This design comes from an exercise in tuning for a short achievable clock period and few clock cycles on the open sky130 flow, not from production work.
Only simulation tests tie the RTL to the original design; equivalence was not proved.
Power is estimated from default activity; no workload was simulated.

$ cat flow/flow/run.sh
#!/bin/bash
set -uo pipefail
bash standard.sh SETUP_SLACK_MARGIN=8 finish > standard_flow.log 2>&1
$ cat flow/standard.sh
#!/bin/bash
# synth_recipe.tcl (not shown) runs the flow's synth.tcl, then flattens the netlist and writes it again
# the make line also repeats each setting of config.mk as NAME=value (left out here)
make -C /OpenROAD-flow-scripts/flow DESIGN_CONFIG=/design/flow/config.mk WORK_HOME=/design/flow/orfs CLKGATE_MAP_FILE= SYNTH_SCRIPT=/design/flow/synth_recipe.tcl "${@:-finish}"
$ cat flow/config.mk
export PLATFORM = sky130hd
export DESIGN_NAME = rv_core_top
export DESIGN_NICKNAME = rv_core_top
export VERILOG_FILES = /design/flow/design.v
export SDC_FILE = /design/flow/constraint.sdc
export NUM_CORES = 4
export LEC_CHECK = 0
export ABC_CLOCK_PERIOD_IN_PS = 3000
export CAP_MARGIN = 20
export CORE_MARGIN = 2
export CORE_UTILIZATION = 30
export PLACE_DENSITY = 0.4
export SLEW_MARGIN = 20
$ cat flow/constraint.sdc
create_clock -name core_clock -period 11.0 [get_ports {CLK}]
set_input_delay 2.2000 -clock core_clock [delete_from_list [all_inputs] [get_ports {CLK}]]
set_output_delay 2.2000 -clock core_clock [all_outputs]
set_load 0.01 [all_outputs]
$ cat flow/design.v
typedef logic [31:0] word_t;
typedef logic [4:0]  reg_addr_t;
typedef logic [6:0]  opcode_t;
localparam int NUM_REGS   = 32;
localparam int INSN_BYTES = 4;
localparam opcode_t OPC_LUI    = 7'b0110111;
localparam opcode_t OPC_JAL    = 7'b1101111;
localparam opcode_t OPC_JALR   = 7'b1100111;
localparam opcode_t OPC_BRANCH = 7'b1100011;
localparam opcode_t OPC_LOAD   = 7'b0000011;
localparam opcode_t OPC_STORE  = 7'b0100011;
localparam opcode_t OPC_OP_IMM = 7'b0010011;
localparam opcode_t OPC_OP     = 7'b0110011;
typedef logic [3:0] alu_op_e;
localparam alu_op_e ALU_ADD  = 4'd0;
localparam alu_op_e ALU_SUB  = 4'd1;
localparam alu_op_e ALU_AND  = 4'd2;
localparam alu_op_e ALU_OR   = 4'd3;
localparam alu_op_e ALU_XOR  = 4'd4;
localparam alu_op_e ALU_SLL  = 4'd5;
localparam alu_op_e ALU_SRL  = 4'd6;
localparam alu_op_e ALU_SRA  = 4'd7;
localparam alu_op_e ALU_SLT  = 4'd8;
localparam alu_op_e ALU_SLTU = 4'd9;
localparam alu_op_e ALU_EQ   = 4'd10;
localparam alu_op_e ALU_NE   = 4'd11;
localparam alu_op_e ALU_LT   = 4'd12;
localparam alu_op_e ALU_GE   = 4'd13;
localparam alu_op_e ALU_LTU  = 4'd14;
localparam alu_op_e ALU_GEU  = 4'd15;
typedef logic [1:0] wb_sel_e;
localparam wb_sel_e WB_ALU = 2'd0;
localparam wb_sel_e WB_IMM = 2'd1;
localparam wb_sel_e WB_MEM = 2'd2;
localparam wb_sel_e WB_PC4 = 2'd3;
typedef logic [2:0] core_state_e;
localparam core_state_e ST_IDLE      = 3'd0;
localparam core_state_e ST_FETCH     = 3'd1;
localparam core_state_e ST_DECODE    = 3'd2;
localparam core_state_e ST_EXECUTE   = 3'd3;
localparam core_state_e ST_MEMORY    = 3'd4;
localparam core_state_e ST_WRITEBACK = 3'd5;
`timescale 1ns/1ps
module rv_core_top (
  input  logic  CLK,
  input  logic  RST_N,
  input  word_t i_imem_data,
  input  word_t i_mem_data,
  output word_t o_imem_addr,
  output word_t o_mem_addr,
  output word_t o_mem_data,
  output logic  o_mem_we
);
  function automatic logic [32:0] add32(input word_t x, input word_t y, input logic cin);
    logic [31:0] g, p, gg, pp, c;
    g  = x & y;
    p  = x ^ y;
    gg = g;
    pp = p;
    for (int d = 1; d < 32; d = d * 2) begin
      for (int i = 31; i >= d; i--) begin
        gg[i] = gg[i] | (pp[i] & gg[i-d]);
        pp[i] = pp[i] & pp[i-d];
      end
    end
    for (int i = 0; i < 32; i++) c[i] = gg[i] | (pp[i] & cin);
    add32 = {c[31], p ^ {c[30:0], cin}};
  endfunction
  function automatic logic [10:0] add10c(input logic [9:0] x, input logic [9:0] y);
    logic [9:0] g, p, gg, pp;
    g  = x & y;
    p  = x ^ y;
    gg = g;
    pp = p;
    for (int d = 1; d < 10; d = d * 2) begin
      for (int i = 9; i >= d; i--) begin
        gg[i] = gg[i] | (pp[i] & gg[i-d]);
        pp[i] = pp[i] & pp[i-d];
      end
    end
    add10c = {gg[9], p ^ {gg[8:0], 1'b0}};
  endfunction
  function automatic logic [9:0] add10(input logic [9:0] x, input logic [9:0] y);
    logic [9:0] g, p, gg, pp;
    g  = x & y;
    p  = x ^ y;
    gg = g;
    pp = p;
    for (int d = 1; d < 10; d = d * 2) begin
      for (int i = 9; i >= d; i--) begin
        gg[i] = gg[i] | (pp[i] & gg[i-d]);
        pp[i] = pp[i] & pp[i-d];
      end
    end
    add10 = p ^ {gg[8:0], 1'b0};
  endfunction
  function automatic logic [11:0] add12(input logic [11:0] x, input logic [11:0] y);
    logic [11:0] g, p, gg, pp;
    g  = x & y;
    p  = x ^ y;
    gg = g;
    pp = p;
    for (int d = 1; d < 12; d = d * 2) begin
      for (int i = 11; i >= d; i--) begin
        gg[i] = gg[i] | (pp[i] & gg[i-d]);
        pp[i] = pp[i] & pp[i-d];
      end
    end
    add12 = p ^ {gg[10:0], 1'b0};
  endfunction
  function automatic logic ltu32(input word_t x, input word_t y);
    logic [31:0] g, p;
    logic [15:0] g1, p1;
    logic [7:0]  g2, p2;
    logic [3:0]  g3, p3;
    logic [1:0]  g4, p4;
    g = x & ~y;
    p = x ^ ~y;
    for (int i = 0; i < 16; i++) begin
      g1[i] = g[2*i+1] | (p[2*i+1] & g[2*i]);
      p1[i] = p[2*i+1] & p[2*i];
    end
    for (int i = 0; i < 8; i++) begin
      g2[i] = g1[2*i+1] | (p1[2*i+1] & g1[2*i]);
      p2[i] = p1[2*i+1] & p1[2*i];
    end
    for (int i = 0; i < 4; i++) begin
      g3[i] = g2[2*i+1] | (p2[2*i+1] & g2[2*i]);
      p3[i] = p2[2*i+1] & p2[2*i];
    end
    for (int i = 0; i < 2; i++) begin
      g4[i] = g3[2*i+1] | (p3[2*i+1] & g3[2*i]);
      p4[i] = p3[2*i+1] & p3[2*i];
    end
    ltu32 = !(g4[1] | (p4[1] & g4[0]) | (p4[1] & p4[0]));
  endfunction
  logic rst_q;
  always_ff @(posedge CLK) rst_q <= RST_N;
  logic rst;
  assign rst = !rst_q;
  logic       e_redirect;
  logic [9:0] e_target10;
  logic       d_redirect;
  logic [9:0] d_target10;
  logic       consume_d;
  logic       consume;
  localparam int BTB_N = 32;
  logic [9:0] fa;      
  logic [BTB_N-1:0]       btb_v;
  logic [BTB_N-1:0][4:0]  btb_tag;
  logic [BTB_N-1:0][9:0]  btb_tgt;
  logic       f_hit;
  logic [9:0] f_pred;
  assign f_hit  = btb_v[fa[4:0]] && (btb_tag[fa[4:0]] == fa[9:5]);
  assign f_pred = f_hit ? btb_tgt[fa[4:0]] : add10(fa, 10'd1);
  assign o_imem_addr = {22'b0, fa};
  logic       vI, hI;
  logic [9:0] pI;
  logic replay;
  always_ff @(posedge CLK) begin
    if (rst) begin
      fa <= '0;
      vI <= 1'b0;
    end else begin
      if (e_redirect)      fa <= e_target10;
      else if (replay)     fa <= pc_d[11:2];
      else if (d_redirect) fa <= d_target10;
      else                 fa <= f_pred;
      vI <= !e_redirect && !replay && !d_redirect;
    end
    hI <= f_hit;
    pI <= f_pred;
  end
  word_t      d_ins;
  logic       d_v, d_hit;
  logic [9:0] d_pred;
  assign d_v    = vI;
  assign d_ins  = i_imem_data;
  assign d_hit  = hI;
  assign d_pred = pI;
  word_t pc_d;    
  opcode_t    d_opc;
  logic [2:0] d_f3;
  reg_addr_t  d_rs1, d_rs2, d_rd;
  assign d_opc = d_ins[6:0];
  assign d_f3  = d_ins[14:12];
  assign d_rs1 = d_ins[19:15];
  assign d_rs2 = d_ins[24:20];
  assign d_rd  = d_ins[11:7];
  logic d_lui, d_jal, d_jalr, d_br, d_ld, d_st, d_opi, d_op;
  assign d_lui  = (d_opc == OPC_LUI);
  assign d_jal  = (d_opc == OPC_JAL);
  assign d_jalr = (d_opc == OPC_JALR);
  assign d_br   = (d_opc == OPC_BRANCH);
  assign d_ld   = (d_opc == OPC_LOAD);
  assign d_st   = (d_opc == OPC_STORE);
  assign d_opi  = (d_opc == OPC_OP_IMM);
  assign d_op   = (d_opc == OPC_OP);
  word_t imm_i, imm_s, imm_b, imm_u, imm_j, imm_bj;
  assign imm_i  = {{20{d_ins[31]}}, d_ins[31:20]};
  assign imm_s  = {{20{d_ins[31]}}, d_ins[31:25], d_ins[11:7]};
  assign imm_b  = {{19{d_ins[31]}}, d_ins[31], d_ins[7], d_ins[30:25], d_ins[11:8], 1'b0};
  assign imm_u  = {d_ins[31:12], 12'b0};
  assign imm_j  = {{11{d_ins[31]}}, d_ins[31], d_ins[19:12], d_ins[20], d_ins[30:21], 1'b0};
  assign imm_bj = d_jal ? imm_j : imm_b;
  logic d_use1, d_use2, d_we;
  assign d_use1 = d_jalr | d_br | d_ld | d_st | d_opi | d_op;
  assign d_use2 = d_br | d_st | d_op;
  assign d_we   = (d_lui | d_jal | d_jalr | d_ld | d_opi | d_op) && (d_rd != 5'd0);
  logic      e_v, e_we, e_ld;
  reg_addr_t e_rd;
  logic      m_v, m_we, m_ld;
  reg_addr_t m_rd;
  word_t     m_res;
  logic      w_v, w_we, w_ld;
  reg_addr_t w_rd;
  word_t     w_res;
  word_t     w_data;
  assign w_data = w_ld ? i_mem_data : w_res;
  logic dep_e1, dep_e2, dep_m1, dep_m2;
  assign dep_e1 = d_use1 && e_v && e_we && (e_rd == d_rs1);
  assign dep_e2 = d_use2 && e_v && e_we && (e_rd == d_rs2);
  assign dep_m1 = d_use1 && m_v && m_we && (m_rd == d_rs1);
  assign dep_m2 = d_use2 && m_v && m_we && (m_rd == d_rs2);
  logic stall;
  assign stall = (e_ld && (dep_e1 || dep_e2)) || (m_ld && (dep_m1 || dep_m2));
  assign consume_d = d_v && !stall;
  assign replay    = d_v && stall;
  assign consume   = consume_d && !e_redirect;
  logic [31:0][31:0] regs;    
  always_ff @(posedge CLK) begin
    if (rst) begin
      regs <= '0;
    end else begin
      for (int i = 1; i < 32; i++) if (w_v && w_we && w_rd == 5'(i)) regs[i] <= w_data;
    end
  end
  word_t rf1, rf2;
  always_comb begin
    rf1 = '0;
    rf2 = '0;
    for (int i = 1; i < 32; i++) begin
      rf1 = rf1 | (regs[i] & {32{d_rs1 == 5'(i)}});
      rf2 = rf2 | (regs[i] & {32{d_rs2 == 5'(i)}});
    end
  end
  logic byp_m1, byp_m2, byp_w1, byp_w2;
  assign byp_m1 = m_v && m_we && (m_rd == d_rs1);
  assign byp_m2 = m_v && m_we && (m_rd == d_rs2);
  assign byp_w1 = w_v && w_we && (w_rd == d_rs1);
  assign byp_w2 = w_v && w_we && (w_rd == d_rs2);
  word_t rv1, rv2;
  assign rv1 = byp_m1 ? m_res : (byp_w1 ? w_data : rf1);
  assign rv2 = byp_m2 ? m_res : (byp_w2 ? w_data : rf2);
  logic d_f1, d_f2;
  assign d_f1 = dep_e1;
  assign d_f2 = dep_e2;
  word_t d_pc4;
  logic [32:0] d_pc4_c;
  assign d_pc4_c = add32(pc_d, 32'd4, 1'b0);
  assign d_pc4   = d_pc4_c[31:0];
  logic [10:0] d_bt10_c;
  logic [9:0]  d_bt10;
  logic        d_hi_same;
  logic [10:0] d_jt10_c, d_bb10_c;
  assign d_jt10_c  = add10c(pc_d[11:2], imm_j[11:2]);
  assign d_bb10_c  = add10c(pc_d[11:2], imm_b[11:2]);
  assign d_bt10_c  = d_jal ? d_jt10_c : d_bb10_c;
  assign d_bt10    = d_bt10_c[9:0];
  assign d_hi_same = d_bt10_c[10] ? (&imm_bj[31:12]) : !(|imm_bj[31:12]);
  word_t d_npc;
  assign d_npc = d_hit ? {pc_d[31:12], d_pred, 2'b00} : d_pc4;
  logic d_red_bt, d_red_pc4;
  assign d_red_bt   = consume_d && (d_jal || (d_br && d_ins[31])) && !d_hit;
  assign d_red_pc4  = 1'b0;
  assign d_redirect = d_red_bt;
  assign d_target10 = d_bt10;
  localparam int R_ADD = 0, R_AND = 1, R_OR = 2, R_XOR = 3, R_SLL = 4, R_SR = 5,
                 R_SLT = 6, R_SLTU = 7, R_B = 8, R_LINK = 9, R_SUB = 10;
  logic [10:0] d_rsel;
  logic       d_sub, d_sra;
  always_comb begin
    d_rsel = '0;
    d_sub  = 1'b0;
    d_sra  = 1'b0;
    if (d_opi || d_op) begin
      case (d_f3)
        3'b000: begin
          d_sub = d_op && d_ins[30];
          d_rsel[R_ADD] = !d_sub;
          d_rsel[R_SUB] = d_sub;
        end
        3'b001: d_rsel[R_SLL]  = 1'b1;
        3'b010: d_rsel[R_SLT]  = 1'b1;
        3'b011: d_rsel[R_SLTU] = 1'b1;
        3'b100: d_rsel[R_XOR]  = 1'b1;
        3'b101: begin d_rsel[R_SR] = 1'b1; d_sra = d_ins[30]; end
        3'b110: d_rsel[R_OR]   = 1'b1;
        default: d_rsel[R_AND] = 1'b1;
      endcase
    end else if (d_lui) begin
      d_rsel[R_B] = 1'b1;
    end else if (d_jal || d_jalr) begin
      d_rsel[R_LINK] = 1'b1;
    end else begin
      d_rsel[R_ADD] = 1'b1;
    end
  end
  logic [5:0] d_cond;    
  always_comb begin
    d_cond = '0;
    case (d_f3)
      3'b001:  d_cond[1] = 1'b1;
      3'b100:  d_cond[2] = 1'b1;
      3'b101:  d_cond[3] = 1'b1;
      3'b110:  d_cond[4] = 1'b1;
      3'b111:  d_cond[5] = 1'b1;
      default: d_cond[0] = 1'b1;
    endcase
  end
  word_t      e_a, e_b, e_s, e_pc4, e_imm, e_pc;
  logic [9:0] e_pred;
  logic [9:0] e_bt10;
  logic       e_hi_same;
  logic       e_fa, e_fb, e_fs;
  logic [10:0] e_rsel;
  logic       e_sub, e_sra;
  logic       e_br, e_jal, e_jalr, e_st, e_hit, e_nbt, e_npc4;
  logic [5:0] e_cond;
  always_ff @(posedge CLK) begin
    if (rst) begin
      e_v <= 1'b0;
    end else begin
      e_v <= consume;
    end
    e_rd   <= d_rd;
    e_we   <= d_we;
    e_ld   <= d_ld;
    e_st   <= d_st;
    e_br   <= d_br;
    e_jal  <= d_jal;
    e_jalr <= d_jalr;
    e_cond <= d_cond;
    e_hit  <= d_hit;
    e_rsel <= d_rsel;
    e_sub  <= d_sub;
    e_sra  <= d_sra;
    e_pc   <= pc_d;
    e_pc4  <= d_pc4;
    e_imm  <= imm_bj;
    e_pred <= d_pred;
    e_bt10 <= d_bt10;
    e_hi_same <= d_hi_same;
    e_nbt  <= d_red_bt;
    e_npc4 <= d_red_pc4;
    e_a    <= rv1;
    e_fa   <= d_f1;
    if (d_op || d_br) begin
      e_b  <= rv2;
      e_fb <= d_f2;
    end else begin
      e_b  <= d_lui ? imm_u : (d_st ? imm_s : imm_i);
      e_fb <= 1'b0;
    end
    e_s    <= rv2;
    e_fs   <= d_f2;
  end
  word_t ca, cb, a, b, s;
  assign ca = e_fa ? m_res : e_a;
  assign cb = e_fb ? m_res : e_b;
  assign a  = ca;
  assign b  = cb;
  assign s  = e_fs ? m_res : e_s;
  logic [32:0] sum_c, dif_c;
  word_t sum, dif;
  assign sum_c = add32(a, b, 1'b0);
  assign sum   = sum_c[31:0];
  assign dif_c = add32(a, ~b, 1'b1);
  assign dif   = dif_c[31:0];
  logic lt, ltu;
  assign ltu = ltu32(a, b);
  assign lt  = (a[31] ^ b[31]) ? a[31] : ltu;
  word_t sr;
  assign sr = word_t'($signed({e_sra & a[31], a}) >>> b[4:0]);
  word_t alu;
  always_comb begin
    alu = '0;
    if (e_rsel[R_ADD])  alu = alu | sum;
    if (e_rsel[R_SUB])  alu = alu | dif;
    if (e_rsel[R_AND])  alu = alu | (a & b);
    if (e_rsel[R_OR])   alu = alu | (a | b);
    if (e_rsel[R_XOR])  alu = alu | (a ^ b);
    if (e_rsel[R_SLL])  alu = alu | (a << b[4:0]);
    if (e_rsel[R_SR])   alu = alu | sr;
    if (e_rsel[R_SLT])  alu = alu | {31'b0, lt};
    if (e_rsel[R_SLTU]) alu = alu | {31'b0, ltu};
    if (e_rsel[R_B])    alu = alu | b;
    if (e_rsel[R_LINK]) alu = alu | e_pc4;
  end
  logic c_eq, c_lt, c_ltu, taken;
  assign c_eq  = (ca == cb);
  assign c_ltu = ltu32(ca, cb);
  assign c_lt  = (ca[31] ^ cb[31]) ? ca[31] : c_ltu;
  assign taken = (e_cond[0] & c_eq)  | (e_cond[1] & !c_eq) |
                 (e_cond[2] & c_lt)  | (e_cond[3] & !c_lt) |
                 (e_cond[4] & c_ltu) | (e_cond[5] & !c_ltu);
  logic [11:0] jalr12;
  logic [9:0]  jalr10;
  assign jalr12 = add12(ca[11:0], cb[11:0]);
  assign jalr10 = jalr12[11:2];
  logic [32:0] e_bt_c;
  word_t       e_bt;
  assign e_bt_c = add32(e_pc, e_imm, 1'b0);
  assign e_bt   = e_bt_c[31:0];
  logic npc_is_bt, npc_is_pc4;
  assign npc_is_bt  = e_nbt || (e_hit && !e_npc4 && e_hi_same && (e_pred == e_bt10));
  assign npc_is_pc4 = e_npc4 || (!e_nbt && !e_hit);
  logic red_t, red_n;    
  always_comb begin
    red_t = 1'b0;
    red_n = 1'b0;
    if (e_v) begin
      if (e_br) begin
        red_t = !npc_is_bt;
        red_n = !npc_is_pc4;
      end else if (e_jal) begin
        red_t = !npc_is_bt;
        red_n = !npc_is_bt;
      end else if (e_jalr) begin
        red_t = 1'b1;
        red_n = 1'b1;
      end else begin
        red_t = !npc_is_pc4;
        red_n = !npc_is_pc4;
      end
    end
  end
  assign e_redirect = taken ? red_t : red_n;
  always_comb begin
    if (e_jalr)                     e_target10 = jalr10;
    else if (e_jal || (e_br && taken)) e_target10 = e_bt10;
    else                            e_target10 = e_pc4[11:2];
  end
  logic  m_red, m_jalr, m_tobt, d_red_q, d_red_bt_q;
  word_t m_bt, m_pc4;
  word_t mem_addr_q, mem_data_q;
  logic  mem_we_q;
  always_ff @(posedge CLK) begin
    if (rst) begin
      m_red   <= 1'b0;
      d_red_q <= 1'b0;
    end else begin
      m_red   <= e_redirect;
      d_red_q <= d_redirect && !e_redirect;
    end
    m_jalr     <= e_jalr;
    m_tobt     <= e_jal || (e_br && taken);
    m_bt       <= e_bt;
    m_pc4      <= e_pc4;
    d_red_bt_q <= d_red_bt;
  end
  word_t m_target;
  assign m_target = m_jalr ? {mem_addr_q[31:1], 1'b0} : (m_tobt ? m_bt : m_pc4);
  always_ff @(posedge CLK) begin
    if (rst)            pc_d <= '0;
    else if (m_red)     pc_d <= m_target;
    else if (d_red_q)   pc_d <= d_red_bt_q ? e_bt : e_pc4;
    else if (consume_d) pc_d <= d_npc;    
  end
  logic       bu_we, bu_set;
  logic [4:0] bu_idx, bu_tag;
  logic [9:0] bu_tgt;
  always_ff @(posedge CLK) begin
    if (rst) begin
      bu_we <= 1'b0;
    end else begin
      bu_we <= e_v && (e_jal || e_br) && (e_jal || taken || e_hit);
    end
    bu_set <= e_jal || taken;
    bu_idx <= e_pc[6:2];
    bu_tag <= e_pc[11:7];
    bu_tgt <= e_bt[11:2];
  end
  always_ff @(posedge CLK) begin
    if (rst) begin
      btb_v <= '0;
    end else if (bu_we) begin
      btb_v[bu_idx] <= bu_set;
    end
    if (bu_we) begin
      btb_tag[bu_idx] <= bu_tag;
      btb_tgt[bu_idx] <= bu_tgt;
    end
  end
  always_ff @(posedge CLK) begin
    if (!RST_N) begin
      mem_we_q <= 1'b0;
    end else begin
      mem_we_q <= e_v && e_st && !rst;
    end
    mem_addr_q <= sum;
    mem_data_q <= s;
  end
  assign o_mem_addr = mem_addr_q;
  assign o_mem_data = mem_data_q;
  assign o_mem_we   = mem_we_q;
  always_ff @(posedge CLK) begin
    if (rst) begin
      m_v <= 1'b0;
      w_v <= 1'b0;
    end else begin
      m_v <= e_v;
      w_v <= m_v;
    end
    m_rd  <= e_rd;
    m_we  <= e_we;
    m_ld  <= e_ld;
    m_res <= alu;
    w_rd  <= m_rd;
    w_we  <= m_we;
    w_ld  <= m_ld;
    w_res <= m_res;
  end
endmodule
==> metrics.md <==
| Metric | Value |
|---|---|
| Status | complete, no violations |
| Top cell type's share of synthesized area | a little under a third |
| Drt wl/cell | between 30 and 40 µm |
| Drt pass-1 iters | 14 |
| Total Neg Setup Slack | 0 ns |
| Cts bufs inserted | 239 |
| CP Data Required Time | approximately 12 ns |
| Area Growth Syn to Fin | 42.2% |
| Worst Max-Slew Pin Slew | about 1.2 ns |
| Worst min-delay path category | register to register |
| Fmax | between 200 and 250 MHz |
| Initial Util | 30.1% |
| Lkg Pwr | about 50 nW |
| Core box area | 331000 µm² |
| Sequential area share after synthesis | between 40% and 50% |
| Fin. Hold Viols | 0 |
| Drt total wl | 634000 µm |
| Number of cells on the critical path | 15 |
| Residual DRC count | 0 |
| H-tree levels | 4 |
| Max-Slew Margin vs Limit | around 17% |
| RSZ-0062 raised after global routing | yes |
| CTS tree | yes |
| Port-buffer cells | between 100 and 150 |
| Grt ovf | 0 |
| CTS Hold Bufs | 0 |
| Reg2Reg Depth | 16 |
| Largest cells by area after synthesis | dfxtp_1 (31%), edfxtp_1 (14%), a211oi_1 (7.8%) |
| Post-synth EDFFs | 480 |
| CP endpoint kind | register |
| IO Pins | about 160 |
| Mean Syn Cell Area | approximately 9.5 µm² |
| Cells after Synth | about 11000 |
| Clk Latency, worst-skew pair | between 0.9 and 1 ns |
| Crit-path max FO | 6 |
| Initial antenna violation count | between 50 and 60 |
| Finished Core Util | a little over two fifths |
| Post-synthesis register bit count | slightly above 2000 |
| CP max stage cell | nor3_4 |
| WP buf/inv | 6 |
| Post-synth ARST share | 0% |
| Yosys top cell by area | dfxtp_1 |
| Clk pin slew, worst setup/hold paths | 0.06 ns |
| CTS max path bufs | 4 |
| Largest net degree at the start of global routing | between 150 and 200 |
| Final min period | about 4.4 ns |
| Die ar. | 337000 µm² |
| Layout cells sized above 1 | between 30 and 40% |
| Worst clock skew | 0.104 ns |
| Cell family with most CP delay | simple AND/OR/NAND/NOR gates |
| Total Routing Usage GR | between 30% and 40% |
| Post-Syn Area | approximately 100000 µm² |
| Ys flop type | dfxtp_1 |
| Post-DR vias/cell | ~6.5 |
| Synth warnings | 1 |
| Routability cong. | roughly 0.97 |
| Pwr dens | about 150 nW/µm² |
| Max-slew violations | 0 |
| Slowest stage delay, CP | 0.56 ns |
| Number of distinct library cells after synthesis | about 100 |
| Final period utilization | about two fifths |
| Most frequent cell after synthesis | dfxtp_1 |
| WHS Path Cells | 0 |
| First-pass GRT wire length | between 800000 and 900000 µm |
| Arrival @ worst endpoint | between 5 and 6 ns |
| Crit-path cells | buf_8 > buf_12 > clkinvlp_4 > nand2_8 > nor2_4 > buf_12 > buf_16 > a22o_1 > a221oi_2 > nand4_1 > nor3_4 > buf_4 > a21oi_2 > mux2_4 > a31o_4 |
| Number of DRC markers in iteration 0 | around 16000 |
| DP Wirelength | about 360000 µm |
| Nets | approximately 12000 |
| Root Buffer | clkbuf_16 |
| Most common cell on crit path | buf_12 |
| ANT nets after route | 0 |
| # Max-Cap Violations | 0 |
| Setup crit start kind | primary input |
| Row cnt | between 200 and 250 |
| Post-synth top cells | dfxtp_1 (1537), nor2_1 (1519), a211oi_1 (1032) |
| Die Ht | 580 µm |
| DR vias | approximately 100k |
| DIE WIDTH | approximately 580 µm |
| Sink Count | around 2000 |
| Worst vdd ir | around 160 µV |
| Crit Path Class | primary input to register |
| Number of global-route vias before repair | about 97000 |
| Final setup vio count | 0 |
per-stage QoR:
step	power, mW	area (µm²)	hold slack, ns	cells	setup slack (ns)
3_3_place_gp	10.5	107000	0.330	14400	3.56
4_1_cts	20.8	136000	0.310	15800	6.72
2_1_floorplan	9.25	101000	0.323	10500	6.52
3_5_place_dp	10.5	107000	0.339	14400	3.72
6_report	21.3	142000	0.320	16100	6.59
5_1_grt	21.7	142000	0.313	16100	6.68
area by class of cell:
class / count / area (µm²)
Antenna cell: 26 / 65.1
Sequential cell: 2017 / 45500
Timing Repair Buffer: 1682 / 21100
Clock inverter: 92 / 1290
Inverter: 188 / 786
Clock buffer: 347 / 6960
Tap cell: 4366 / 5460
Multi-Input combinational cell: 7380 / 60500
Fill cell: 31400 / 189000
sequential cells by signal (all words and copies together), names as in the netlist, 11 cells and up:
| signal | flops |
|---|---|
| mem_data_q | 32 |
| m_res | 32 |
| btb_tag | 160 |
| e_b | 32 |
| m_bt | 31 |
| m_pc4 | 32 |
| w_res | 32 |
| e_pc4 | 30 |
| btb_v | 32 |
| e_a | 32 |
| e_pc | 32 |
| e_imm | 20 |
| pc_d | 32 |
| e_rsel | 11 |
| regs | 992 |
| btb_tgt | 320 |
| e_s | 32 |
| mem_addr_q | 32 |
cell usage in the layout (no fill, tap or decap), types with 130 or more instances in the layout:
master / count
inv_1: 139
o21ai_0: 169
a22oi_1: 428
nor2_1: 1272
mux4_2: 130
nand4_1: 170
nor2_4: 197
a221oi_2: 144
a22o_1: 532
buf_4: 700
mux2i_1: 174
nand3_1: 156
nand2_1: 557
a21oi_1: 202
dfxtp_1: 1445
buf_6: 460
a211oi_1: 1018
clkbuf_16: 257
edfxtp_1: 480
buf_12: 253
final timing paths:
check | from | to | slack, ns
worst max-delay path | i_imem_data[23] | e_b[27] | 6.59
worst min-delay path | m_ld | w_ld | 0.32
worst max register to register | e_fa | m_res[25] | 6.72
worst min register to register | m_ld | w_ld | 0.32
timing repair:
item	in CTS	in global routing
setup buffers	849	233
resized for setup	2812	664
pin swaps	673	455
setup endpoints to repair	1702	1444
cloned	121	16
routing by layer:
layer | vias up | wire length (µm) | track usage [%]
li1 | 42300 | - | -
met1 | 51400 | 251000 | 46.0
met2 | 7769 | 256000 | 50.4
met3 | 2404 | 76300 | 11.7
met4 | 46 | 50400 | 22.3
met5 | - | 678 | 0.326
power by group:
part           internal [mW]  switching (mW)  total, mW
clock                   5.05            3.51       8.56
sequential              7.69           0.168       7.85
combinational           1.89            2.99       4.88
logic make-up after synthesis:
family	Yosys count	synth area share, %
muxes	537	7.23
other	1	0.00376
DFF	2017	45.3
xor gates and xnor gates	169	1.49
buffers and inverters	1167	4.58
and+or+nand+nor	2920	12.5
AOI/OAI and AO/OA	3549	26.8
adders and majority gates	159	2.03
Testbench counts, summed over its fixed seeds: cycles 79,801.

[afterwards: timing with drivers on the ports]
The results above use ideal ports. As a check the final layout listed here was re-extracted and re-timed, cells and wires unchanged. Step 1 assumes that a clkbuf_16 drives the clock port and a buf_2 every other input. Step 2 times the ports against the registers' clock, not the clock port: input delays grow and output delays shrink by t, the midpoint of the rising clock arrivals with the driver on. a / b / c = no drivers / after step 1 / after step 2; a / b = the first two.
shift t [ns]: 1.050
slack for setup (ns): 6.588 / 6.641 / 5.591
worst hold slack (ns): 0.320 / 0.320 / 0.320
After both steps this run still meets setup and hold. For this run, drivers alone change the setup slack by +0.053 ns; drivers and shift together by -0.997 ns.
